From an optimization exercise on the open Yosys and OpenROAD flow, aimed at small area, a short achievable clock period and few clock cycles per item; shortcuts taken in it are not production practice.
At most, simulation tests tie the RTL to the original design; equivalence was not proved.
Only the layout flow was run in runs 1, 2, 4 and 5; the RTL was not checked for function there.
Power is estimated from default activity; no workload was simulated.

==> flow/design.v, too long to show whole: its modules and the start of the top module <==
// module pp_blk_add_sp: 165 lines
// module pp_out_add_sp: 1927 lines
// module pp_reduction_sequencer: 139 lines
module pp_reduction_sequencer #(
    parameter int WIDTH  = 128,
    parameter int MAX_PP = 16,
    parameter int CNT_W  = 5
) (
    input  logic             clk,
    input  logic             rst,
    input  logic             start,
    input  logic [CNT_W-1:0] pp_count,
    output logic             busy,
    output logic             err,
    input  logic             in_valid,
    output logic             in_ready,
    input  logic [WIDTH-1:0] in_pp0,
    input  logic [WIDTH-1:0] in_pp1,
    output logic             out_valid,
    input  logic             out_ready,
    output logic [WIDTH-1:0] out_result
);
  // ...
==> flow/flow/run.sh <==
#!/bin/bash
# Standard ORFS layout, except that the port buffers are plain buf_1 cells
# (resizing may still upsize them) instead of the default delay buffers.
set -euo pipefail
bash standard.sh BUFFER_PORTS_ARGS="-buffer_cell sky130_fd_sc_hd__buf_1" finish > make_finish.log 2>&1
==> flow/standard.sh <==
#!/bin/bash
# synth_recipe.tcl (not shown) runs the flow's synth.tcl, then flattens the netlist and writes it again
# the make line also repeats each setting of config.mk as NAME=value (left out here)
make -C /OpenROAD-flow-scripts/flow DESIGN_CONFIG=/design/flow/config.mk WORK_HOME=/design/flow/orfs CLKGATE_MAP_FILE= SYNTH_SCRIPT=/design/flow/synth_recipe.tcl "${@:-finish}"
==> flow/config.mk <==
export PLATFORM = sky130hd
export DESIGN_NAME = pp_reduction_sequencer
export DESIGN_NICKNAME = pp_reduction_sequencer
export VERILOG_FILES = /design/flow/design.v
export SDC_FILE = /design/flow/constraint.sdc
export NUM_CORES = 4
export LEC_CHECK = 0
export CAP_MARGIN = 20
export CORE_MARGIN = 2
export CORE_UTILIZATION = 40
export SLEW_MARGIN = 20
==> flow/constraint.sdc <==
create_clock -name core_clock -period 4.0 [get_ports {clk}]
set_input_delay 0.8000 -clock core_clock [delete_from_list [all_inputs] [get_ports {clk}]]
set_output_delay 0.8000 -clock core_clock [all_outputs]
set_load 0.01 [all_outputs]
==> run_results.csv, run 1 <==
group,metric,value,unit
logic_synthesis,syn_inst,2138,
finish,multi_input_area_share,57.7,%
finish,final_common_cell,"buf_1",
logic_synthesis,synth_top_family_by_area,"adder cells",
global_route,grt_pass1_wl,86.6,mm
finish,multi_input_area,12700,µm²
logic_synthesis,synth.top_cells.by_count,"375 x inv_1, 245 x nand2b_1, 142 x xnor2_1",
finish,flops_and_latches,160,
power,power,0.00822,W
logic_synthesis,yosysSeqAreaShare,24.2,%
floorplan,start_util,40.5,%
logic_synthesis,synth_top_area_share,21.5,%
place,gp_congestion,0.854,
floorplan,core-area,46500,µm²
critical_path,r2r_cells,11,
route,viasPerCell,5.04,
power,top_power_group,"combinational cells",
global_route,grt_pass1_vias,16500,
logic_synthesis,synthFlopType,"edfxtp_1",
critical_path,cp_num_buf_inv,2,
power,p_clk,0.00172,W
logic_synthesis,ys_types,77,
logic_synthesis,yosys.area.top_type,"edfxtp_1",
finish,final_cell_area,22000,µm²
logic_synthesis,muxShareOfSynthArea,0.213,%
finish,multi_input_gates,1552,
global_route,antenna_found_initial,16,
logic_synthesis,synth_compound_area_share,12.7,%
critical_path,cp_data_arrival_time,3070,ps
global_route,grt_overflow,0,
run_status,status,"complete, no violations",
critical_path,crit_path_top_delay_cell,"or4_1",
==> run 2: changes to the inputs <==
--- a/flow/config.mk
+++ b/flow/config.mk
@@ -8,4 +8,5 @@
 export CAP_MARGIN = 20
 export CORE_MARGIN = 2
-export CORE_UTILIZATION = 40
+export CORE_UTILIZATION = 55
+export PLACE_DENSITY = 0.75
 export SLEW_MARGIN = 20
==> run 2 against run 1 <==
- still clean on timing, DRC and antenna
- largest power group unchanged
- final cell count fell by 5.6%
- power fell by 0.30%
- maximum frequency fell by 0.75%
==> run_results.csv, run 2 <==
group,metric,value,unit
power,p_per_area,376,nW/µm²
floorplan,die_y,189,µm
timing,hold_viol_final,0,
finish,final_cell_area,21800,µm²
min_path,hold_class,"reg -> reg",
min_path,holdPathStages,2,
floorplan,io_pins,398,
finish,drive_above_1_share,5.35,%
finish,final_common_cell,"buf_1",
critical_path,r2r-start,"r_first[4]",
timing,fin_ws,98.5,ps
critical_path,r2r_cells,11,
logic_synthesis,yosys.area.top_type,"edfxtp_1",
critical_path,path_cells,"nand4_1, or3_4, nand4b_4, nor4_4, buf_4, a21oi_4, or4_1, o21ai_1, buf_2",
critical_path,required,3200,ps
critical_path,r2r_slack,250,ps
power,power,0.00820,W
critical_path,cp_num_buf_inv,2,
floorplan,row_count,67,
critical_path,timing.critical_path.from_type,"register",
place,port_buffers,397,
global_route,grt_pass1_vias,16100,
clocking,cts.path.max_buffers,2,
finish,regMostFlops,"r_acc",
clocking,cts_buffers,17,
logic_synthesis,syn-num-nets,2680,
route,post_drt_wl_per_cell,16.9,µm
finish,area_growth,15.7,%
floorplan,core-area,33600,µm²
timing,setup_viol,0,
place,dpl.cell_count,2962,
global_route,globalRouteMet1Util,35.6,%
critical_path,crit_path_top_delay_cell,"or4_1",
timing,slew_violations,0,
place,place_area,20900,µm²
global_route,grt.met2_usage,48.2,%
route,firstDrtPassIters,5,
timing,worstMarginPinSlew,799,ps
power,vdd.ir_drop.worst,0.277,mV
logic_synthesis,synth-seq-cells,160,
route,antenna_left,0,
clocking,cts_hold_buf,0,
global_route,antenna_found_initial,5,
timing,fin_skew,18.1,ps
route,first_iter_violations,936,
timing,fin_crit,3900,ps
critical_path,critPathTopFamily,"simple AND/OR/NAND/NOR gates",
floorplan,die_area,35700,µm²
clocking,root_buffer,"clkbuf_16",
logic_synthesis,synth.top_cells.by_count,"375 x inv_1, 245 x nand2b_1, 142 x xnor2_1",
route,viasPerCell,5.42,
flow_run,drv_cap,0,
place,gp_congestion,0.926,
timing,rsz0062_at_grt,"true",
place,place.detailed.hpwl,40.9,mm
global_route,grt_pass1_wl,79.7,mm
critical_path,r2r-end,"r_acc[76]",
logic_synthesis,yosysSeqAreaShare,24.2,%
run_status,status,"complete, no violations",
min_path,min_to,"r_odd",
route,wl,50.9,mm
global_route,grt_overflow,0,
critical_path,critical_path_class,"reg -> out",
timing,period_share,97.5,%
route,drc,0,
clocking,cts_tree,"yes",
logic_synthesis,synth_top_area_share,21.5,%
min_path,hp-start,"r_odd",
logic_synthesis,syn_inst,2138,
floorplan,start_util,56.0,%
logic_synthesis,synthesis.area,18800,µm²
critical_path,cp_data_arrival_time,3100,ps
timing,relSlewSlack,46.6,%
finish,top_regs,"r_acc x128, r_first x8, r_mask1 x8",
clocking,clock_latency,440,ps
logic_synthesis,syn_avg_cell_area,8.80,µm²
logic_synthesis,synth-edff-count,135,
critical_path,crit_fanout,9,
place,place_ws,149,ps
logic_synthesis,ys.warnings.count,1,
logic_synthesis,ys_async_sr_fraction,0,%
logic_synthesis,synth.area.top_cells,"edfxtp_1 22%, fa_1 14%, ha_1 9.4%",
global_route,grt_start_max_net_pins,45,
power,leakage,9.79,nW
route,vias,16300,
logic_synthesis,synth.most_common_cell,"inv_1",
finish,largest_reg_flops,128,
global_route,grt-busiest-layer,"met2",
critical_path,end_kind,"output pin",
finish,mostFrequentLayoutCells,"393 x buf_1, 374 x inv_1, 245 x nand2b_1",
logic_synthesis,synthFlopType,"edfxtp_1",
timing,hold_ws,504,ps
critical_path,worst-path-stages,9,
clocking,htree_levels,4,
finish,fin_cells,3012,
clocking,clk_pin_slew,70,ps
timing,fmax,0.256,GHz
floorplan,dieWidth,189,µm
logic_synthesis,ys_types,77,
clocking,cts_sinks,160,
global_route,use_met3,4.67,%
critical_path,cp_slowest_stage_delay,520,ps
global_route,grt_usage,28.0,%
finish,num-nets-final,3092,
[run 2: worst max-delay path by stage]
stage	from	to	slack, ps
final	r_acc[56]	out_result[122]	100
after CTS	r_acc[81]	out_result[126]	1
after detailed placement	r_acc[16]	out_result[80]	150
after global placement	r_acc[16]	out_result[80]	210
after floorplan	out_ready	r_beats_left[4]	180
after global routing	r_acc[57]	out_result[122]	-90
[run 2: area by class of cell]
type / count / area, µm²
Clock inverter: 14 / 130
Tap cell: 448 / 561
Inverter: 375 / 1410
Fill cell: 2912 / 11800
Multi-Input combinational cell: 1552 / 12800
Antenna cell: 1 / 2.50
Timing Repair Buffer: 444 / 1870
Sequential cell: 160 / 4550
Clock buffer: 18 / 439
[run 2: routing by layer]
layer,up-vias,part of all wire (%)
met5,-,0.13
met4,10,2.9
met3,103,7.1
met2,613,48
met1,7728,41
li1,7875,-
[run 2: cells by family after synthesis]
kind of cell / count (synthesis) / synth area share, %
AOI/OAI and AO/OA: 371 / 12.7
DFF: 160 / 24.2
and+or+nand+nor: 700 / 20.9
adders and majority gates: 276 / 23.7
xor gates and xnor gates: 201 / 9.36
muxes: 4 / 0.213
buffers and inverters: 426 / 8.90
[run 2: repair_timing]
action | 4_1_cts | 5_1_grt
pin swaps | 2 | 14
endpoints found under the setup margin | 25 | 35
gates resized for setup | 12 | 33
setup buffers | 4 | 13
[run 2: through the flow]
stage          util (%)  setup TNS (ps)
2_1_floorplan         -               0
3_3_place_gp       62.0               0
3_5_place_dp       62.0               0
4_1_cts            64.0               0
5_1_grt            64.8            -514
6_report           64.8               0
[run 2: worst reg2reg max path: stages, from the launching register on]
cell and delay, ps:
dfxtp_1 480, or2b_2 380, fa_1 510, inv_1 60
ha_1 330, a21oi_1 180, a21boi_0 180, o31ai_1 460
a21oi_1 270, a211o_1 350, a21oi_1 210, xnor2_1 90
[run 2: power by group]
| group | leakage, nW | switching (W) | internal, W |
|---|---|---|---|
| Sequential | 1.43 | 0.000173 | 0.00220 |
| Clock | 0.278 | 0.000769 | 0.000884 |
| Combinational | 8.08 | 0.00232 | 0.00185 |
==> module pp_reduction_sequencer, before the edit <==
module pp_reduction_sequencer #(
    parameter int WIDTH  = 128,
    parameter int MAX_PP = 16,
    parameter int CNT_W  = 5
) (
    input  logic             clk,
    input  logic             rst,
    input  logic             start,
    input  logic [CNT_W-1:0] pp_count,
    output logic             busy,
    output logic             err,
    input  logic             in_valid,
    output logic             in_ready,
    input  logic [WIDTH-1:0] in_pp0,
    input  logic [WIDTH-1:0] in_pp1,
    output logic             out_valid,
    input  logic             out_ready,
    output logic [WIDTH-1:0] out_result
);
    localparam logic [CNT_W-1:0] c_MAX_PP = CNT_W'(MAX_PP);
    localparam logic [CNT_W-1:0] c_ONE    = CNT_W'(1);
    localparam int BW = 16;
    localparam int NB = WIDTH / BW;
    localparam int NC = 8;          
    localparam int CW = WIDTH / NC;        
    logic             r_active;      
    logic [NC-1:0]    r_first;       
    logic             r_odd;
    logic [CNT_W-1:0] r_beats_left;
    logic [NC-1:0]    r_mask1;       
    logic             w_mask1_set;
    logic             r_res_valid;   
    logic             r_err;
    logic [WIDTH-1:0] r_acc;
    logic [NB-1:0]    r_cb;          
    logic [NB-1:0]    w_base_cb;
    logic [NB-1:0]    w_cb_next;
    logic [WIDTH-1:0] w_acc_next;
    logic [WIDTH-1:0] w_carries;
    logic             w_count_ok;
    logic [CNT_W-1:0] w_beats_init;
    logic             w_last_beat;
    logic             w_beat_fire;
    logic             w_res_take;
    logic             w_start_take;
    logic [WIDTH-1:0] w_base;
    logic [WIDTH-1:0] w_lane1;
    logic [WIDTH-1:0] w_csa_s;
    logic [WIDTH-1:0] w_csa_c;
    assign w_count_ok   = (pp_count != '0) && (pp_count <= c_MAX_PP);
    assign w_beats_init = (pp_count >> 1) + {{(CNT_W-1){1'b0}}, pp_count[0]};
    assign w_last_beat  = (r_beats_left == c_ONE);
    assign in_ready     = r_active && !(r_res_valid && !out_ready);
    assign w_beat_fire  = in_valid && in_ready;
    assign w_res_take   = r_res_valid && out_ready;
    assign busy         = r_active && !(w_beat_fire && w_last_beat);
    assign w_start_take = start && !busy;
    for (genvar k = 0; k < NC; k++) begin : g_first
        assign w_base[k*CW +: CW] = r_first[k] ? '0 : r_acc[k*CW +: CW];
        always_ff @(posedge clk) begin
            if (rst) begin
                r_first[k] <= 1'b0;
            end else begin
                r_first[k] <= (w_start_take && w_count_ok) || (r_first[k] && !w_beat_fire);
            end
        end
    end
    assign w_mask1_set = (w_start_take && w_count_ok && (pp_count == c_ONE)) ||
                         (w_beat_fire && r_odd && (r_beats_left == CNT_W'(2)));
    for (genvar k = 0; k < NC; k++) begin : g_mask1
        assign w_lane1[k*CW +: CW] = r_mask1[k] ? '0 : in_pp1[k*CW +: CW];
        always_ff @(posedge clk) begin
            if (rst) begin
                r_mask1[k] <= 1'b0;
            end else begin
                r_mask1[k] <= w_mask1_set || (r_mask1[k] && !w_beat_fire);
            end
        end
    end
    assign w_csa_s = w_base ^ in_pp0 ^ w_lane1;
    assign w_csa_c = {(w_base[WIDTH-2:0] & in_pp0[WIDTH-2:0]) |
                      (w_base[WIDTH-2:0] & w_lane1[WIDTH-2:0]) |
                      (in_pp0[WIDTH-2:0] & w_lane1[WIDTH-2:0]), 1'b0};
    for (genvar b = 0; b < NB; b++) begin : g_cbm
        assign w_base_cb[b] = r_first[(b*BW)/CW] ? 1'b0 : r_cb[b];
    end
    for (genvar b = 0; b < NB; b++) begin : g_blk
        logic [BW+1:0] w_t;
        pp_blk_add_sp u_add (
            .a ({1'b0, w_csa_s[b*BW +: BW], 1'b1}),
            .b ({1'b0, w_csa_c[b*BW +: BW], (b == 0) ? 1'b0 : w_base_cb[b]}),
            .y (w_t)
        );
        assign w_acc_next[b*BW +: BW] = w_t[BW:1];
        assign w_cb_next[b]           = w_t[BW+1];
    end
    always_ff @(posedge clk) begin
        if (w_beat_fire) begin
            r_acc <= w_acc_next;
            r_cb  <= {w_cb_next[NB-2:0], 1'b0};
        end
    end
    for (genvar b = 0; b < NB; b++) begin : g_res
        assign w_carries[b*BW +: BW] = {{(BW-1){1'b0}}, (b == 0) ? 1'b0 : r_cb[b]};
    end
    always_ff @(posedge clk) begin
        if (rst) begin
            r_active     <= 1'b0;
            r_odd        <= 1'b0;
            r_beats_left <= '0;
            r_res_valid  <= 1'b0;
            r_err        <= 1'b0;
        end else begin
            r_err <= w_start_take && !w_count_ok;
            if (w_res_take) begin
                r_res_valid <= 1'b0;
            end
            if (w_beat_fire) begin
                    r_beats_left <= r_beats_left - c_ONE;
                if (w_last_beat) begin
                    r_active    <= 1'b0;
                    r_res_valid <= 1'b1;
                end
            end
            if (w_start_take && w_count_ok) begin
                r_active     <= 1'b1;
                r_odd        <= pp_count[0];
                r_beats_left <= w_beats_init;
            end
        end
    end
    assign err        = r_err;
    assign out_valid  = r_res_valid;
    pp_out_add_sp u_res (
        .a (r_acc),
        .b (w_carries),
        .y (out_result)
    );
endmodule
==> run 3: changes to the inputs <==
--- a/flow/design.v
+++ b/flow/design.v
@@ -2147,5 +2147,5 @@
     assign w_beat_fire  = in_valid && in_ready;
     assign w_res_take   = r_res_valid && out_ready;
-    assign busy         = r_active && !(w_beat_fire && w_last_beat);
+    assign busy         = r_active;
     assign w_start_take = start && !busy;
     for (genvar k = 0; k < NC; k++) begin : g_first
--- a/flow/config.mk
+++ b/flow/config.mk
@@ -8,5 +8,4 @@
 export CAP_MARGIN = 20
 export CORE_MARGIN = 2
-export CORE_UTILIZATION = 55
-export PLACE_DENSITY = 0.75
+export CORE_UTILIZATION = 40
 export SLEW_MARGIN = 20
==> run 3 against run 2 <==
- critical path depth grew 2
- via count shrank 3.9%
- setup slack gained 14 ps
- final area is essentially flat
- clock skew shrank 8.7 ps
- largest cell class unchanged
- highest routed layer unchanged
==> run_results.csv, run 3 <==
group,metric,value,unit
global_route,antenna_found_initial,7,
finish,top_regs,"r_acc x128, r_first x8, r_mask1 x8",
route,vias,15700,
min_path,holdPathStages,2,
logic_synthesis,ys.warnings.count,1,
critical_path,critical_path_class,"reg -> out",
route,viasPerCell,4.96,
global_route,grt.met2_usage,36.4,%
global_route,globalRouteMet1Util,26.5,%
route,post_drt_wl_per_cell,16.0,µm
finish,final_cell_area,21800,µm²
critical_path,path_cells,"ha_4, nand4_1, nor3_2, a21oi_4, o31ai_4, buf_6, a21oi_2, buf_6, or4_1, nand3_1, clkbuf_2",
logic_synthesis,synth.top_cells.by_count,"368 x inv_1, 237 x nand2b_1, 141 x ha_1",
logic_synthesis,ys_types,76,
timing,setup_viol,0,
timing,fin_crit,3890,ps
critical_path,r2r_cells,11,
finish,num-nets-final,3088,
logic_synthesis,ys_async_sr_fraction,0,%
place,place_area,20800,µm²
place,port_buffers,397,
clocking,cts_buffers,17,
logic_synthesis,synthesis.area,18500,µm²
clocking,cts_tree,"yes",
route,first_iter_violations,796,
timing,fin_skew,9.44,ps
route,antenna_left,0,
place,place_ws,95.4,ps
route,drc,0,
min_path,hold_class,"reg -> reg",
logic_synthesis,synth_top_family_by_area,"adder cells",
route,wl,50.6,mm
floorplan,row_count,78,
logic_synthesis,synth_xor_area_share,9.79,%
global_route,grt-busiest-layer,"met2",
finish,mostFrequentLayoutCells,"393 x buf_1, 367 x inv_1, 237 x nand2b_1",
critical_path,cp_num_buf_inv,3,
floorplan,die_y,219,µm
logic_synthesis,muxShareOfSynthArea,0.0540,%
floorplan,core-area,45600,µm²
global_route,grt_usage,21.2,%
critical_path,path_common_cell,"buf_6",
critical_path,required,3200,ps
timing,period_share,97.2,%
logic_synthesis,synth-seq-cells,160,
critical_path,cp_slowest_stage_delay,500,ps
global_route,grt_pass1_wl,80.0,mm
critical_path,worst-path-stages,11,
place,gp_congestion,0.901,
global_route,grt_pass1_vias,15900,
clocking,root_buffer,"clkbuf_16",
floorplan,start_util,40.6,%
global_route,use_met3,4.31,%
timing,slew_violations,0,
timing,rsz0062_at_grt,"true",
finish,area_growth,17.5,%
critical_path,end_kind,"output pin",
logic_synthesis,syn_inst,2114,
clocking,clock_latency,450,ps
logic_synthesis,synth_compound_area_share,10.8,%
global_route,grt_start_max_net_pins,58,
route,firstDrtPassIters,7,
power,vdd.ir_drop.worst,0.258,mV
power,power,0.00792,W
logic_synthesis,synthSimpleGateAreaFrac,21.9,%
critical_path,crit_fanout,15,
timing,fin_ws,112,ps
logic_synthesis,syn_avg_cell_area,8.76,µm²
critical_path,cp_data_arrival_time,3090,ps
finish,drive_above_1_share,5.74,%
critical_path,r2r-start,"r_mask1[7]",
floorplan,die_area,48100,µm²
floorplan,dieWidth,219,µm
logic_synthesis,yosys.area_share.adder,24.1,%
logic_synthesis,synthFlopType,"edfxtp_1",
run_status,status,"complete, no violations",
finish,final_common_cell,"buf_1",
critical_path,cp-startpoint,"r_acc[32]",
min_path,min_to,"r_odd",
timing,fmax,0.257,GHz
critical_path,crit_path_top_delay_cell,"or4_1",
critical_path,critPathTopFamily,"simple AND/OR/NAND/NOR gates",
place,place.detailed.hpwl,41.5,mm
power,p_per_area,364,nW/µm²
timing,hold_viol_final,0,
logic_synthesis,yosys.area.top_type,"edfxtp_1",
critical_path,timing.critical_path.from_type,"register",
global_route,grt_overflow,0,
timing,worstMarginPinSlew,950,ps
logic_synthesis,synth-edff-count,135,
flow_run,drv_cap,0,
clocking,cts.path.max_buffers,2,
finish,regMostFlops,"r_acc",
critical_path,r2r-end,"r_acc[127]",
clocking,htree_levels,4,
critical_path,r2r_slack,260,ps
logic_synthesis,synth_top_area_share,21.9,%
clocking,clk_pin_slew,70,ps
power,leakage,9.77,nW
clocking,cts_hold_buf,0,
finish,largest_reg_flops,128,
logic_synthesis,yosysSeqAreaShare,24.6,%
logic_synthesis,syn-num-nets,2656,
timing,relSlewSlack,36.7,%
logic_synthesis,synth.most_common_cell,"inv_1",
logic_synthesis,synth.area.top_cells,"edfxtp_1 22%, fa_1 15%, ha_1 9.5%",
clocking,cts_sinks,160,
min_path,hp-start,"r_odd",
floorplan,io_pins,398,
[run 3: cell count changes in the layout (fill, tap and decap cells not counted), moves of 8 or more]
cell      previous run  this run
buf_4               45        60
xor2_1              59        80
o21a_1              29        12
nor3_1              16        27
a21oi_1            119       107
xnor2_1            140       127
nand2_1            109       130
nand3_1             42        53
nand2b_1           245       237
nor3b_1              8         0
[run 3: worst max-delay path by stage]
stage                            to  slack [ps]
detailed placement        r_acc[47]         100
global placement          r_acc[47]          80
global route        out_result[119]         -30
floorplan           r_beats_left[0]          60
CTS                 out_result[126]          -6
finish              out_result[119]         110
[run 3: per-stage QoR]
step	util [%]	instances	setup TNS, ps	hold WS (ps)
detailed placement	45.7	3102	0	471
CTS	47.1	3138	-6.27	481
floorplan	-	2114	0	436
global route	47.7	3162	-71.7	520
finish	47.8	3165	0	482
global placement	45.7	3102	0	462
[run 3: worst reg2reg max path: stages, from the launching register on]
cell and delay (ps):
dfxtp_1 690, nand2b_1 220, fa_1 480, fa_1 480
nor2b_1 130, o21ai_0 100, a21boi_0 310, o211ai_1 160
a21oi_1 240, o21ai_1 170, mux2i_1 140, a2111oi_0 390
[run 3: where the power goes]
group	switching [W]	internal, W	total [W]
clock network	0.000721	0.000916	0.00164
registers	0.000163	0.00220	0.00236
logic	0.00216	0.00175	0.00392
total	0.00305	0.00487	0.00792
[run 3: cells by family after synthesis]
kind of cell,count (synthesis)
AND/OR/NAND/NOR,738
AO/OA/AOI/OAI,315
XOR/XNOR,207
buffers and inverters,417
adder cells (fa/ha/maj),276
multiplexers,1
flip-flops,160
[run 3: area by class of cell]
| type | instances | area, µm² |
|---|---|---|
| Timing Repair Buffer | 462 | 2010 |
| Sequential cell | 160 | 4550 |
| Fill cell | 4512 | 23800 |
| Inverter | 368 | 1390 |
| Tap cell | 600 | 751 |
| Clock buffer | 24 | 524 |
| Multi-Input combinational cell | 1537 | 12500 |
| Clock inverter | 8 | 48.8 |
| Antenna cell | 6 | 15.0 |
[run 3: layer usage]
| metal | share of wire [%] | vias to the layer above |
|---|---|---|
| met5 | 0.045 | - |
| met4 | 2.4 | 4 |
| met3 | 5.6 | 62 |
| met2 | 49 | 398 |
| met1 | 43 | 7439 |
| li1 | - | 7783 |
[run 3: what timing repair did]
item,CTS,global route
gates resized for setup,9,26
hold endpoints to repair,0,0
endpoints found under the setup margin,43,26
pin swaps,4,9
buffers inserted,4,21
gates cloned,0,0
Testbench counts of run 3, summed over its fixed seeds: cycles 10,936, items 2,000.
==> run 4: changes to the inputs <==
--- a/flow/design.v
+++ b/flow/design.v
@@ -1,4 +1,4 @@
 `default_nettype none
-module pp_blk_add_sp (
+module pp_blk_add_bk (
     input  logic [17:0] a,
     input  logic [17:0] b,
@@ -10,82 +10,36 @@
     logic g1_1;
     assign g1_1 = g0[1] | (p0[1] & g0[0]);
-    logic g1_2;
-    assign g1_2 = g0[2] | (p0[2] & g0[1]);
-    logic p1_2;
-    assign p1_2 = p0[2] & p0[1];
     logic g1_3;
     assign g1_3 = g0[3] | (p0[3] & g0[2]);
     logic p1_3;
     assign p1_3 = p0[3] & p0[2];
-    logic g1_4;
-    assign g1_4 = g0[4] | (p0[4] & g0[3]);
-    logic p1_4;
-    assign p1_4 = p0[4] & p0[3];
     logic g1_5;
     assign g1_5 = g0[5] | (p0[5] & g0[4]);
     logic p1_5;
     assign p1_5 = p0[5] & p0[4];
-    logic g1_6;
-    assign g1_6 = g0[6] | (p0[6] & g0[5]);
-    logic p1_6;
-    assign p1_6 = p0[6] & p0[5];
     logic g1_7;
     assign g1_7 = g0[7] | (p0[7] & g0[6]);
     logic p1_7;
     assign p1_7 = p0[7] & p0[6];
-    logic g1_8;
-    assign g1_8 = g0[8] | (p0[8] & g0[7]);
-    logic p1_8;
-    assign p1_8 = p0[8] & p0[7];
     logic g1_9;
     assign g1_9 = g0[9] | (p0[9] & g0[8]);
     logic p1_9;
     assign p1_9 = p0[9] & p0[8];
-    logic g1_10;
-    assign g1_10 = g0[10] | (p0[10] & g0[9]);
-    logic p1_10;
-    assign p1_10 = p0[10] & p0[9];
     logic g1_11;
     assign g1_11 = g0[11] | (p0[11] & g0[10]);
     logic p1_11;
     assign p1_11 = p0[11] & p0[10];
-    logic g1_12;
-    assign g1_12 = g0[12] | (p0[12] & g0[11]);
-    logic p1_12;
-    assign p1_12 = p0[12] & p0[11];
     logic g1_13;
     assign g1_13 = g0[13] | (p0[13] & g0[12]);
     logic p1_13;
     assign p1_13 = p0[13] & p0[12];
-    logic g1_14;
-    assign g1_14 = g0[14] | (p0[14] & g0[13]);
-    logic p1_14;
-    assign p1_14 = p0[14] & p0[13];
     logic g1_15;
     assign g1_15 = g0[15] | (p0[15] & g0[14]);
     logic p1_15;
     assign p1_15 = p0[15] & p0[14];
-    logic g1_16;
-    assign g1_16 = g0[16] | (p0[16] & g0[15]);
-    logic p1_16;
-    assign p1_16 = p0[16] & p0[15];
     logic g1_17;
     assign g1_17 = g0[17] | (p0[17] & g0[16]);
     logic p1_17;
     assign p1_17 = p0[17] & p0[16];
-    logic g2_2;
-    assign g2_2 = g1_2 | (p1_2 & g0[0]);
-    logic g2_6;
-    assign g2_6 = g1_6 | (p1_6 & g1_4);
-    logic p2_6;
-    assign p2_6 = p1_6 & p1_4;
-    logic g2_10;
-    assign g2_10 = g1_10 | (p1_10 & g1_8);
-    logic p2_10;
-    assign p2_10 = p1_10 & p1_8;
-    logic g2_14;
-    assign g2_14 = g1_14 | (p1_14 & g1_12);
-    logic p2_14;
-    assign p2_14 = p1_14 & p1_12;
     logic g2_3;
     assign g2_3 = g1_3 | (p1_3 & g1_1);
@@ -102,66 +56,56 @@
     logic p2_15;
     assign p2_15 = p1_15 & p1_13;
-    logic g3_4;
-    assign g3_4 = g1_4 | (p1_4 & g2_2);
-    logic g3_6;
-    assign g3_6 = g2_6 | (p2_6 & g2_2);
-    logic g3_12;
-    assign g3_12 = g1_12 | (p1_12 & g2_10);
-    logic p3_12;
-    assign p3_12 = p1_12 & p2_10;
-    logic g3_14;
-    assign g3_14 = g2_14 | (p2_14 & g2_10);
-    logic p3_14;
-    assign p3_14 = p2_14 & p2_10;
-    logic g3_5;
-    assign g3_5 = g1_5 | (p1_5 & g2_3);
     logic g3_7;
     assign g3_7 = g2_7 | (p2_7 & g2_3);
-    logic g3_13;
-    assign g3_13 = g1_13 | (p1_13 & g2_11);
-    logic p3_13;
-    assign p3_13 = p1_13 & p2_11;
     logic g3_15;
     assign g3_15 = g2_15 | (p2_15 & g2_11);
     logic p3_15;
     assign p3_15 = p2_15 & p2_11;
-    logic g4_8;
-    assign g4_8 = g1_8 | (p1_8 & g3_6);
-    logic g4_10;
-    assign g4_10 = g2_10 | (p2_10 & g3_6);
-    logic g4_12;
-    assign g4_12 = g3_12 | (p3_12 & g3_6);
-    logic g4_14;
-    assign g4_14 = g3_14 | (p3_14 & g3_6);
-    logic g4_9;
-    assign g4_9 = g1_9 | (p1_9 & g3_7);
-    logic g4_11;
-    assign g4_11 = g2_11 | (p2_11 & g3_7);
-    logic g4_13;
-    assign g4_13 = g3_13 | (p3_13 & g3_7);
     logic g4_15;
     assign g4_15 = g3_15 | (p3_15 & g3_7);
-    logic g5_16;
-    assign g5_16 = g1_16 | (p1_16 & g4_14);
-    logic g5_17;
-    assign g5_17 = g1_17 | (p1_17 & g4_15);
+    logic g5_11;
+    assign g5_11 = g2_11 | (p2_11 & g3_7);
+    logic g6_5;
+    assign g6_5 = g1_5 | (p1_5 & g2_3);
+    logic g6_9;
+    assign g6_9 = g1_9 | (p1_9 & g3_7);
+    logic g6_13;
+    assign g6_13 = g1_13 | (p1_13 & g5_11);
+    logic g6_17;
+    assign g6_17 = g1_17 | (p1_17 & g4_15);
+    logic g7_2;
+    assign g7_2 = g0[2] | (p0[2] & g1_1);
+    logic g7_4;
+    assign g7_4 = g0[4] | (p0[4] & g2_3);
+    logic g7_6;
+    assign g7_6 = g0[6] | (p0[6] & g6_5);
+    logic g7_8;
+    assign g7_8 = g0[8] | (p0[8] & g3_7);
+    logic g7_10;
+    assign g7_10 = g0[10] | (p0[10] & g6_9);
+    logic g7_12;
+    assign g7_12 = g0[12] | (p0[12] & g5_11);
+    logic g7_14;
+    assign g7_14 = g0[14] | (p0[14] & g6_13);
+    logic g7_16;
+    assign g7_16 = g0[16] | (p0[16] & g4_15);
     assign y[0] = p0[0];
     assign y[1] = p0[1] ^ g0[0];
     assign y[2] = p0[2] ^ g1_1;
-    assign y[3] = p0[3] ^ g2_2;
+    assign y[3] = p0[3] ^ g7_2;
     assign y[4] = p0[4] ^ g2_3;
-    assign y[5] = p0[5] ^ g3_4;
-    assign y[6] = p0[6] ^ g3_5;
-    assign y[7] = p0[7] ^ g3_6;
+    assign y[5] = p0[5] ^ g7_4;
+    assign y[6] = p0[6] ^ g6_5;
+    assign y[7] = p0[7] ^ g7_6;
     assign y[8] = p0[8] ^ g3_7;
-    assign y[9] = p0[9] ^ g4_8;
-    assign y[10] = p0[10] ^ g4_9;
-    assign y[11] = p0[11] ^ g4_10;
-    assign y[12] = p0[12] ^ g4_11;
-    assign y[13] = p0[13] ^ g4_12;
-    assign y[14] = p0[14] ^ g4_13;
-    assign y[15] = p0[15] ^ g4_14;
+    assign y[9] = p0[9] ^ g7_8;
+    assign y[10] = p0[10] ^ g6_9;
+    assign y[11] = p0[11] ^ g7_10;
+    assign y[12] = p0[12] ^ g5_11;
+    assign y[13] = p0[13] ^ g7_12;
+    assign y[14] = p0[14] ^ g6_13;
+    assign y[15] = p0[15] ^ g7_14;
     assign y[16] = p0[16] ^ g4_15;
-    assign y[17] = p0[17] ^ g5_16;
+    assign y[17] = p0[17] ^ g7_16;
 endmodule
 module pp_out_add_sp (
@@ -2147,5 +2091,5 @@
     assign w_beat_fire  = in_valid && in_ready;
     assign w_res_take   = r_res_valid && out_ready;
-    assign busy         = r_active;
+    assign busy         = r_active && !(w_beat_fire && w_last_beat);
     assign w_start_take = start && !busy;
     for (genvar k = 0; k < NC; k++) begin : g_first
@@ -2180,5 +2124,5 @@
     for (genvar b = 0; b < NB; b++) begin : g_blk
         logic [BW+1:0] w_t;
-        pp_blk_add_sp u_add (
+        pp_blk_add_bk u_add (
             .a ({1'b0, w_csa_s[b*BW +: BW], 1'b1}),
             .b ({1'b0, w_csa_c[b*BW +: BW], (b == 0) ? 1'b0 : w_base_cb[b]}),
==> run 4 against run 3 <==
- die area down 6.6%
- non-clock buffer count up 39
- largest cell class unchanged
- area after synthesis down 6.7%
- sequential power about the same
- register-to-register slack worse by 120 ps
- still clean on timing, DRC and antenna
- via count down 16%
- utilization up 1.8 points
- highest routed layer is now met4
- clock skew about the same
==> run_results.csv, run 4 <==
group,metric,value,unit
finish,multi_input_area,11700,µm²
critical_path,r2r-end,"r_acc[15]",
logic_synthesis,synth_top_area_share,23.4,%
place,port_buffers,397,
timing,hold_viol_final,0,
logic_synthesis,synth.most_common_cell,"inv_1",
logic_synthesis,yosys.area.top_type,"edfxtp_1",
critical_path,r2r_slack,140,ps
clocking,htree_levels,4,
power,leakage,9.46,nW
power,p_per_area,355,nW/µm²
logic_synthesis,synth-edff-count,135,
clocking,clock_latency,450,ps
place,gp_congestion,0.885,
clocking,cts_buffers,17,
min_path,hold_class,"reg -> reg",
timing,fmax,0.252,GHz
floorplan,row_count,76,
finish,num-nets-final,2781,
clocking,cts_sinks,160,
route,wl,46.2,mm
critical_path,critical_path_class,"reg -> out",
route,post_drt_wl_per_cell,16.5,µm
global_route,grt_start_max_net_pins,35,
min_path,holdPathStages,2,
finish,regArea,4570,µm²
critical_path,r2r_cells,15,
finish,drive_above_1_share,11.5,%
place,place.detailed.hpwl,38.4,mm
logic_synthesis,syn_inst,1714,
clocking,cts.path.max_buffers,2,
finish,n_fill_cell,4092,
power,vdd.ir_drop.worst,0.196,mV
flow_run,drv_cap,0,
route,drc,0,
route,vias,13200,
logic_synthesis,yosysSeqAreaShare,26.3,%
finish,largest_reg_flops,128,
min_path,hp-start,"r_first[3]",
floorplan,core-area,42900,µm²
critical_path,required,3200,ps
logic_synthesis,synth.area.top_cells,"edfxtp_1 23%, fa_1 23%, ha_1 9.1%",
clocking,cts_tree,"yes",
floorplan,dieWidth,212,µm
clocking,clk_pin_slew,70,ps
logic_synthesis,synthesis.area,17300,µm²
global_route,grt_usage,20.8,%
timing,worstMarginPinSlew,726,ps
timing,period_share,99.2,%
critical_path,timing.critical_path.from_type,"register",
min_path,min_to,"r_first[3]",
floorplan,die_area,44900,µm²
route,route.top_layer_used,"met4",
finish,final_common_cell,"buf_1",
clocking,cts_hold_buf,0,
finish,final_cell_area,21200,µm²
route,dr_wl_met3,1.70,mm
timing,rsz0062_at_grt,"true",
logic_synthesis,ys_types,61,
global_route,antenna_found_initial,4,
timing,slew_violations,0,
finish,mostFrequentLayoutCells,"366 x buf_1, 312 x inv_1, 196 x fa_1",
critical_path,crit_fanout,7,
timing,fin_tns_setup,0,ps
timing,fin_skew,9.16,ps
timing,fin_crit,3970,ps
global_route,grt_pass1_vias,13700,
logic_synthesis,syn_avg_cell_area,10.1,µm²
logic_synthesis,syn-num-nets,2303,
clocking,root_buffer,"clkbuf_16",
logic_synthesis,synthFlopType,"edfxtp_1",
critical_path,cp_data_arrival_time,3170,ps
logic_synthesis,ys.warnings.count,1,
timing,fin_ws,33.6,ps
route,firstDrtPassIters,5,
route,m1WireLength,20.8,mm
finish,top_regs,"r_acc x128, r_first x8, r_mask1 x8",
run_status,status,"complete, no violations",
critical_path,r2r-start,"r_mask1[0]",
global_route,grt_pass1_wl,71.5,mm
place,place_area,20000,µm²
timing,hold_ws,510,ps
finish,area_growth,22.8,%
timing,setup_viol,0,
logic_synthesis,synth-seq-cells,160,
route,route.met2.wl,22.9,mm
route,first_iter_violations,513,
route,antenna_left,0,
timing,relSlewSlack,51.6,%
place,place_ws,-297,ps
floorplan,die_y,212,µm
route,viasPerCell,4.73,
critical_path,end_kind,"output pin",
logic_synthesis,synth.top_cells.by_count,"313 x inv_1, 197 x fa_1, 166 x nand2b_1",
floorplan,start_util,40.3,%
finish,regMostFlops,"r_acc",
floorplan,io_pins,398,
logic_synthesis,ys_async_sr_fraction,0,%
global_route,grt_overflow,0,
run 4: cell types whose count changed after synthesis, moves of 44 or more:
cell / change
nand2_1: -65
nor2_1: -57
inv_1: -55
o21ai_0: -50
nand2b_1: -71
nor2b_1: +44
a21oi_1: -67
fa_1: +62
run 4: kinds of logic (layout without fill, tap and decap cells):
family                     Yosys count  count (layout)  share of synthesized area [%]
other                                0               4                              0
and+or+nand+nor                    538             538                           18.2
xor gates and xnor gates           176             176                           8.96
adders and majority gates          323             323                           31.9
DFF                                160             160                           26.3
AOI/OAI and AO/OA                  160             160                           6.37
muxes                                2               2                          0.116
buffers and inverters              355             846                           8.10
run 4: per-layer routing:
metal  vias to the layer above  global-route usage (%)
met1                      6457                    27.5
met2                       256                    35.3
met4                         0                    5.95
met3                        43                    3.28
met5                         -                       0
li1                       6454                       -
run 4: final cells by class:
type,count,share of cell area [%]
Timing Repair Buffer,501,11.3
Sequential cell,160,21.5
Clock inverter,7,0.242
Multi-Input combinational cell,1199,55.1
Clock buffer,25,2.79
Tap cell,585,3.45
Antenna cell,4,0.0471
Inverter,313,5.55
run 4: what timing repair did:
| item | CTS | global route |
|---|---|---|
| setup buffers | 6 | 12 |
| pin swaps | 11 | 26 |
| gates resized for setup | 21 | 106 |
| endpoints found under the setup margin | 50 | 73 |
run 4: worst max-delay path, stage by stage (launching register included):
cell and delay [ps]:
edfxtp_1 460, ha_4 200, nand3_4 110, nor3_4 260
a21oi_4 110, o31ai_4 370, nand4_4 170, and3_4 270
or3b_4 440, xnor2_4 180, buf_6 130
run 4: power by group:
group	internal, W	switching, W	leakage, nW
Clock	0.00104	0.000744	0.324
Combinational	0.00160	0.00182	7.69
Sequential	0.00220	0.000147	1.44
run 4: how the worst max path moves through the flow:
| stage | cells after the start | endpoint | startpoint | slack, ps |
|---|---|---|---|---|
| finish | 10 | out_result[85] | r_cb[1] | 30 |
| global route | 11 | out_result[91] | r_cb[1] | -110 |
| CTS | 13 | r_acc[46] | r_mask1[2] | 10 |
| detailed placement | 15 | r_acc[63] | in_pp0[48] | -300 |
| global placement | 15 | r_acc[95] | in_pp0[80] | -260 |
| floorplan | 14 | r_acc[95] | in_pp0[80] | -30 |
run 4: through the flow:
step | cells | total power [W] | utilization [%]
final | 2794 | 0.00754 | 49.5
after global routing | 2794 | 0.00818 | 49.5
after CTS | 2778 | 0.00755 | 48.4
after detailed placement | 2740 | 0.00572 | 46.7
after global placement | 2740 | 0.00558 | 46.7
after floorplan | 1714 | 0.00469 | -
==> run 5: changes to the inputs <==
--- a/flow/design.v
+++ b/flow/design.v
@@ -1,4 +1,4 @@
 `default_nettype none
-module pp_blk_add_bk (
+module pp_blk_add_sp (
     input  logic [17:0] a,
     input  logic [17:0] b,
@@ -10,36 +10,82 @@
     logic g1_1;
     assign g1_1 = g0[1] | (p0[1] & g0[0]);
+    logic g1_2;
+    assign g1_2 = g0[2] | (p0[2] & g0[1]);
+    logic p1_2;
+    assign p1_2 = p0[2] & p0[1];
     logic g1_3;
     assign g1_3 = g0[3] | (p0[3] & g0[2]);
     logic p1_3;
     assign p1_3 = p0[3] & p0[2];
+    logic g1_4;
+    assign g1_4 = g0[4] | (p0[4] & g0[3]);
+    logic p1_4;
+    assign p1_4 = p0[4] & p0[3];
     logic g1_5;
     assign g1_5 = g0[5] | (p0[5] & g0[4]);
     logic p1_5;
     assign p1_5 = p0[5] & p0[4];
+    logic g1_6;
+    assign g1_6 = g0[6] | (p0[6] & g0[5]);
+    logic p1_6;
+    assign p1_6 = p0[6] & p0[5];
     logic g1_7;
     assign g1_7 = g0[7] | (p0[7] & g0[6]);
     logic p1_7;
     assign p1_7 = p0[7] & p0[6];
+    logic g1_8;
+    assign g1_8 = g0[8] | (p0[8] & g0[7]);
+    logic p1_8;
+    assign p1_8 = p0[8] & p0[7];
     logic g1_9;
     assign g1_9 = g0[9] | (p0[9] & g0[8]);
     logic p1_9;
     assign p1_9 = p0[9] & p0[8];
+    logic g1_10;
+    assign g1_10 = g0[10] | (p0[10] & g0[9]);
+    logic p1_10;
+    assign p1_10 = p0[10] & p0[9];
     logic g1_11;
     assign g1_11 = g0[11] | (p0[11] & g0[10]);
     logic p1_11;
     assign p1_11 = p0[11] & p0[10];
+    logic g1_12;
+    assign g1_12 = g0[12] | (p0[12] & g0[11]);
+    logic p1_12;
+    assign p1_12 = p0[12] & p0[11];
     logic g1_13;
     assign g1_13 = g0[13] | (p0[13] & g0[12]);
     logic p1_13;
     assign p1_13 = p0[13] & p0[12];
+    logic g1_14;
+    assign g1_14 = g0[14] | (p0[14] & g0[13]);
+    logic p1_14;
+    assign p1_14 = p0[14] & p0[13];
     logic g1_15;
     assign g1_15 = g0[15] | (p0[15] & g0[14]);
     logic p1_15;
     assign p1_15 = p0[15] & p0[14];
+    logic g1_16;
+    assign g1_16 = g0[16] | (p0[16] & g0[15]);
+    logic p1_16;
+    assign p1_16 = p0[16] & p0[15];
     logic g1_17;
     assign g1_17 = g0[17] | (p0[17] & g0[16]);
     logic p1_17;
     assign p1_17 = p0[17] & p0[16];
+    logic g2_2;
+    assign g2_2 = g1_2 | (p1_2 & g0[0]);
+    logic g2_6;
+    assign g2_6 = g1_6 | (p1_6 & g1_4);
+    logic p2_6;
+    assign p2_6 = p1_6 & p1_4;
+    logic g2_10;
+    assign g2_10 = g1_10 | (p1_10 & g1_8);
+    logic p2_10;
+    assign p2_10 = p1_10 & p1_8;
+    logic g2_14;
+    assign g2_14 = g1_14 | (p1_14 & g1_12);
+    logic p2_14;
+    assign p2_14 = p1_14 & p1_12;
     logic g2_3;
     assign g2_3 = g1_3 | (p1_3 & g1_1);
@@ -56,56 +102,66 @@
     logic p2_15;
     assign p2_15 = p1_15 & p1_13;
+    logic g3_4;
+    assign g3_4 = g1_4 | (p1_4 & g2_2);
+    logic g3_6;
+    assign g3_6 = g2_6 | (p2_6 & g2_2);
+    logic g3_12;
+    assign g3_12 = g1_12 | (p1_12 & g2_10);
+    logic p3_12;
+    assign p3_12 = p1_12 & p2_10;
+    logic g3_14;
+    assign g3_14 = g2_14 | (p2_14 & g2_10);
+    logic p3_14;
+    assign p3_14 = p2_14 & p2_10;
+    logic g3_5;
+    assign g3_5 = g1_5 | (p1_5 & g2_3);
     logic g3_7;
     assign g3_7 = g2_7 | (p2_7 & g2_3);
+    logic g3_13;
+    assign g3_13 = g1_13 | (p1_13 & g2_11);
+    logic p3_13;
+    assign p3_13 = p1_13 & p2_11;
     logic g3_15;
     assign g3_15 = g2_15 | (p2_15 & g2_11);
     logic p3_15;
     assign p3_15 = p2_15 & p2_11;
+    logic g4_8;
+    assign g4_8 = g1_8 | (p1_8 & g3_6);
+    logic g4_10;
+    assign g4_10 = g2_10 | (p2_10 & g3_6);
+    logic g4_12;
+    assign g4_12 = g3_12 | (p3_12 & g3_6);
+    logic g4_14;
+    assign g4_14 = g3_14 | (p3_14 & g3_6);
+    logic g4_9;
+    assign g4_9 = g1_9 | (p1_9 & g3_7);
+    logic g4_11;
+    assign g4_11 = g2_11 | (p2_11 & g3_7);
+    logic g4_13;
+    assign g4_13 = g3_13 | (p3_13 & g3_7);
     logic g4_15;
     assign g4_15 = g3_15 | (p3_15 & g3_7);
-    logic g5_11;
-    assign g5_11 = g2_11 | (p2_11 & g3_7);
-    logic g6_5;
-    assign g6_5 = g1_5 | (p1_5 & g2_3);
-    logic g6_9;
-    assign g6_9 = g1_9 | (p1_9 & g3_7);
-    logic g6_13;
-    assign g6_13 = g1_13 | (p1_13 & g5_11);
-    logic g6_17;
-    assign g6_17 = g1_17 | (p1_17 & g4_15);
-    logic g7_2;
-    assign g7_2 = g0[2] | (p0[2] & g1_1);
-    logic g7_4;
-    assign g7_4 = g0[4] | (p0[4] & g2_3);
-    logic g7_6;
-    assign g7_6 = g0[6] | (p0[6] & g6_5);
-    logic g7_8;
-    assign g7_8 = g0[8] | (p0[8] & g3_7);
-    logic g7_10;
-    assign g7_10 = g0[10] | (p0[10] & g6_9);
-    logic g7_12;
-    assign g7_12 = g0[12] | (p0[12] & g5_11);
-    logic g7_14;
-    assign g7_14 = g0[14] | (p0[14] & g6_13);
-    logic g7_16;
-    assign g7_16 = g0[16] | (p0[16] & g4_15);
+    logic g5_16;
+    assign g5_16 = g1_16 | (p1_16 & g4_14);
+    logic g5_17;
+    assign g5_17 = g1_17 | (p1_17 & g4_15);
     assign y[0] = p0[0];
     assign y[1] = p0[1] ^ g0[0];
     assign y[2] = p0[2] ^ g1_1;
-    assign y[3] = p0[3] ^ g7_2;
+    assign y[3] = p0[3] ^ g2_2;
     assign y[4] = p0[4] ^ g2_3;
-    assign y[5] = p0[5] ^ g7_4;
-    assign y[6] = p0[6] ^ g6_5;
-    assign y[7] = p0[7] ^ g7_6;
+    assign y[5] = p0[5] ^ g3_4;
+    assign y[6] = p0[6] ^ g3_5;
+    assign y[7] = p0[7] ^ g3_6;
     assign y[8] = p0[8] ^ g3_7;
-    assign y[9] = p0[9] ^ g7_8;
-    assign y[10] = p0[10] ^ g6_9;
-    assign y[11] = p0[11] ^ g7_10;
-    assign y[12] = p0[12] ^ g5_11;
-    assign y[13] = p0[13] ^ g7_12;
-    assign y[14] = p0[14] ^ g6_13;
-    assign y[15] = p0[15] ^ g7_14;
+    assign y[9] = p0[9] ^ g4_8;
+    assign y[10] = p0[10] ^ g4_9;
+    assign y[11] = p0[11] ^ g4_10;
+    assign y[12] = p0[12] ^ g4_11;
+    assign y[13] = p0[13] ^ g4_12;
+    assign y[14] = p0[14] ^ g4_13;
+    assign y[15] = p0[15] ^ g4_14;
     assign y[16] = p0[16] ^ g4_15;
-    assign y[17] = p0[17] ^ g7_16;
+    assign y[17] = p0[17] ^ g5_16;
 endmodule
 module pp_out_add_sp (
@@ -2082,4 +2138,5 @@
     logic             w_start_take;
     logic [WIDTH-1:0] w_base;
+    logic [WIDTH-1:0] w_lane0;
     logic [WIDTH-1:0] w_lane1;
     logic [WIDTH-1:0] w_csa_s;
@@ -2094,5 +2151,5 @@
     assign w_start_take = start && !busy;
     for (genvar k = 0; k < NC; k++) begin : g_first
-        assign w_base[k*CW +: CW] = r_first[k] ? '0 : r_acc[k*CW +: CW];
+        assign w_base[k*CW +: CW] = (r_first[k] && w_beat_fire) ? '0 : r_acc[k*CW +: CW];
         always_ff @(posedge clk) begin
             if (rst) begin
@@ -2106,5 +2163,6 @@
                          (w_beat_fire && r_odd && (r_beats_left == CNT_W'(2)));
     for (genvar k = 0; k < NC; k++) begin : g_mask1
-        assign w_lane1[k*CW +: CW] = r_mask1[k] ? '0 : in_pp1[k*CW +: CW];
+        assign w_lane0[k*CW +: CW] = w_beat_fire ? in_pp0[k*CW +: CW] : '0;
+        assign w_lane1[k*CW +: CW] = (w_beat_fire && !r_mask1[k]) ? in_pp1[k*CW +: CW] : '0;
         always_ff @(posedge clk) begin
             if (rst) begin
@@ -2115,14 +2173,14 @@
         end
     end
-    assign w_csa_s = w_base ^ in_pp0 ^ w_lane1;
-    assign w_csa_c = {(w_base[WIDTH-2:0] & in_pp0[WIDTH-2:0]) |
+    assign w_csa_s = w_base ^ w_lane0 ^ w_lane1;
+    assign w_csa_c = {(w_base[WIDTH-2:0] & w_lane0[WIDTH-2:0]) |
                       (w_base[WIDTH-2:0] & w_lane1[WIDTH-2:0]) |
-                      (in_pp0[WIDTH-2:0] & w_lane1[WIDTH-2:0]), 1'b0};
+                      (w_lane0[WIDTH-2:0] & w_lane1[WIDTH-2:0]), 1'b0};
     for (genvar b = 0; b < NB; b++) begin : g_cbm
-        assign w_base_cb[b] = r_first[(b*BW)/CW] ? 1'b0 : r_cb[b];
+        assign w_base_cb[b] = (r_first[(b*BW)/CW] && w_beat_fire) ? 1'b0 : r_cb[b];
     end
     for (genvar b = 0; b < NB; b++) begin : g_blk
         logic [BW+1:0] w_t;
-        pp_blk_add_bk u_add (
+        pp_blk_add_sp u_add (
             .a ({1'b0, w_csa_s[b*BW +: BW], 1'b1}),
             .b ({1'b0, w_csa_c[b*BW +: BW], (b == 0) ? 1'b0 : w_base_cb[b]}),
@@ -2133,8 +2191,6 @@
     end
     always_ff @(posedge clk) begin
-        if (w_beat_fire) begin
-            r_acc <= w_acc_next;
-            r_cb  <= {w_cb_next[NB-2:0], 1'b0};
-        end
+        r_acc <= w_acc_next;
+        r_cb  <= {w_cb_next[NB-2:0], 1'b0};
     end
     for (genvar b = 0; b < NB; b++) begin : g_res
==> run 5 against run 4 <==
- critical path depth did not move
- critical path type unchanged
- critical endpoint is now out_result[116]
- final area rose by 1.3%
- now fails the layout checks on setup timing
- clock-buffer cell count fell by 7
- combinational power rose by 120%
- register-to-register slack improved by 110 ps
- wire length rose by 17%
- highest routed layer is now met5
- die area fell by 3.0%
- area after synthesis fell by 3.1%
==> run_results.csv, run 5 <==
group,metric,value,unit
logic_synthesis,ys_types,64,
logic_synthesis,ys.warnings.count,1,
logic_synthesis,yosys.area.top_type,"dfxtp_1",
place,port_buffers,397,
min_path,hold_class,"reg -> reg",
power,power,0.0124,W
timing,fin_crit,4080,ps
place,place.detailed.hpwl,45.3,mm
route,antenna_left,0,
finish,final_common_cell,"buf_1",
global_route,grt_start_max_net_pins,39,
logic_synthesis,yosysSeqAreaShare,19.1,%
timing,relSlewSlack,40.6,%
power,leakage,10.2,nW
power,vdd.ir_drop.worst,0.302,mV
logic_synthesis,synth.area.top_cells,"dfxtp_1 19%, fa_1 16%, ha_1 11%",
route,drc,0,
floorplan,io_pins,398,
route,post_drt_wl_per_cell,17.5,µm
clocking,clock_latency,460,ps
finish,largest_reg_flops,128,
global_route,grt_usage,24.6,%
critical_path,required,3200,ps
timing,fin_ws,-84.4,ps
critical_path,r2r_cells,16,
timing,setup_viol,11,
place,gp_congestion,0.907,
run_status,violations,"setup timing",
min_path,holdPathStages,2,
logic_synthesis,synth-seq-cells,160,
logic_synthesis,syn_inst,1959,
logic_synthesis,syn_avg_cell_area,8.55,µm²
floorplan,start_util,40.8,%
finish,top_regs,"r_acc x128, r_first x8, r_mask1 x8",
power,p_per_area,576,nW/µm²
clocking,cts_tree,"yes",
timing,fmax,0.245,GHz
route,vias,15900,
critical_path,end_kind,"output pin",
critical_path,cp_data_arrival_time,3280,ps
logic_synthesis,synth-edff-count,0,
finish,drive_above_1_share,15.3,%
timing,slew_violations,0,
critical_path,critical_path_class,"reg -> out",
flow_run,drv_cap,0,
route,firstDrtPassIters,5,
global_route,grt_pass1_wl,84.7,mm
finish,regMostFlops,"r_acc",
global_route,grt_pass1_vias,16200,
timing,worstMarginPinSlew,891,ps
timing,hold_viol_final,0,
floorplan,core-area,41100,µm²
floorplan,row_count,74,
global_route,antenna_found_initial,11,
floorplan,die_area,43500,µm²
floorplan,dieWidth,209,µm
global_route,grt_overflow,0,
logic_synthesis,syn-num-nets,2501,
logic_synthesis,synth.top_cells.by_count,"220 x and2_1, 166 x nand2_1, 166 x xnor2_1",
floorplan,die_y,209,µm
finish,num-nets-final,3081,
critical_path,crit_fanout,7,
route,wl,54.2,mm
timing,fin_skew,15.5,ps
route,viasPerCell,5.13,
finish,mostFrequentLayoutCells,"373 x buf_1, 221 x buf_4, 219 x and2_1",
logic_synthesis,synthFlopType,"dfxtp_1",
timing,period_share,102,%
logic_synthesis,synthesis.area,16800,µm²
timing,rsz0062_at_grt,"true",
finish,area_growth,28.4,%
route,first_iter_violations,850,
clocking,cts_sinks,160,
finish,fin_util,52.3,%
clocking,cts.path.max_buffers,2,
logic_synthesis,synth_top_area_share,19.1,%
finish,n_fill_cell,3961,
critical_path,timing.critical_path.from_type,"register",
clocking,cts_buffers,17,
logic_synthesis,synth.most_common_cell,"and2_1",
clocking,htree_levels,4,
clocking,root_buffer,"clkbuf_16",
logic_synthesis,ys_async_sr_fraction,0,%
run_status,status,"complete, but fails checks",
timing,hold_ws,458,ps
clocking,clk_pin_slew,70,ps
## run 5: changes by cell type in the layout (fill, tap and decap cells not counted), moves of 112 or more
| cell | previous run | this run |
|---|---|---|
| dfxtp_1 | 18 | 152 |
| nand2b_1 | 163 | 13 |
| inv_1 | 312 | 94 |
| and3_1 | 20 | 132 |
| edfxtp_1 | 135 | 0 |
| buf_4 | 95 | 221 |
| and2_1 | 12 | 219 |
## run 5: area by class of cell
class	instances	area (µm²)	area share [%]
diodes	10	25.0	0.116
clock buffers	18	439	2.04
clock inverters	14	163	0.756
inverters	94	353	1.64
multi-input cells	1636	13200	61.6
flip-flops and latches	160	3210	14.9
well taps	532	666	3.09
repair buffers	630	3410	15.9
## run 5: repair_timing
item,CTS,global route
hold buffers,0,0
buffers inserted,5,9
pin swaps,23,11
endpoints found under the setup margin,42,82
resized for setup,47,46
## run 5: metrics by stage
stage	setup WS [ps]	TNS [ps]	instance area (µm²)	instances
after floorplan	-28.8	-28.8	16900	1959
after global placement	-310	-7470	20400	3038
after CTS	-130	-1290	21200	3075
after detailed placement	-431	-11300	20400	3038
final	-84.4	-404	21500	3094
after global routing	-222	-2570	21500	3092
## run 5: report_power, final
group | total [W] | switching, W | internal, W
Sequential | 0.00324 | 0.000876 | 0.00236
Clock | 0.00175 | 0.000754 | 0.000996
Combinational | 0.00740 | 0.00382 | 0.00357
## run 5: worst max-delay path: stages (launching register included)
cell	delay (ps)
dfxtp_2	350
ha_4	290
nand3_2	90
or4_4	460
nor4_4	220
a31oi_4	180
o31a_1	430
o21bai_4	270
nand4_1	160
xnor2_1	220
buf_2	170
## run 5: per-layer routing
metal | track usage (%) | up-vias | share of wire, %
li1 | - | 7822 | -
met3 | 3.62 | 99 | 4.7
met2 | 41.8 | 445 | 48
met5 | 0 | - | 0.059
met1 | 31.3 | 7515 | 44
met4 | 10.4 | 4 | 3.6
## run 5: worst paths after layout
path | startpoint | endpoint | slack (ps)
max | r_cb[5] | out_result[116] | -80
min | r_mask1[6] | r_mask1[6] | 460
max reg2reg | r_active | r_acc[63] | 250
min reg2reg | r_mask1[6] | r_mask1[6] | 460
## run 5: logic make-up (layout without fill, tap and decap cells)
family                     count (synthesis)  in the layout  share of synthesized area (%)
AOI/OAI and AO/OA                        303            303                           11.6
xor gates and xnor gates                 232            232                           12.1
adders and majority gates                276            276                           26.7
buffers and inverters                    163            756                           4.02
DFF                                      160            160                           19.1
muxes                                      1              1                         0.0597
other                                      0             10                              0
and+or+nand+nor                          824            824                           26.4

separate check: timing with driven ports:
The flow's constraints put no driver on any port. The routed layouts listed below were extracted and timed again, unchanged, in two steps. Step 1 assumes that a clkbuf_16 drives the clock port and a buf_2 every other input. Step 2 times the ports against the registers' clock, not the clock port: input delays grow and output delays shrink by t, the midpoint of the rising clock arrivals with the driver on. a / b / c = ideal / step 1 / step 2; a / b = the first two.
| run | shift t [ns] | setup slack, ns | latest minus earliest clock arrival (ns) | pins driven straight from the clock port |
|---|---|---|---|---|
| run 1 | 0.491 | 0.128 / 0.078 / 0.111 | 0.014 / 0.015 | 1 |
| run 2 | 0.482 | 0.098 / 0.048 / 0.107 | 0.019 / 0.018 | 1 |
| run 3 | 0.497 | 0.112 / 0.057 / 0.088 | 0.011 / 0.011 | 1 |
| run 4 | 0.494 | 0.034 / -0.017 / -0.276 | 0.009 / 0.009 | 1 |
| run 5 | 0.499 | -0.084 / -0.135 / -0.308 | 0.017 / 0.016 | 1 |
With both steps, setup timing fails in run 4, where it was met with ideal ports. For run 4, which loses most, drivers alone change the setup slack by -0.051 ns; drivers and shift together by -0.310 ns.
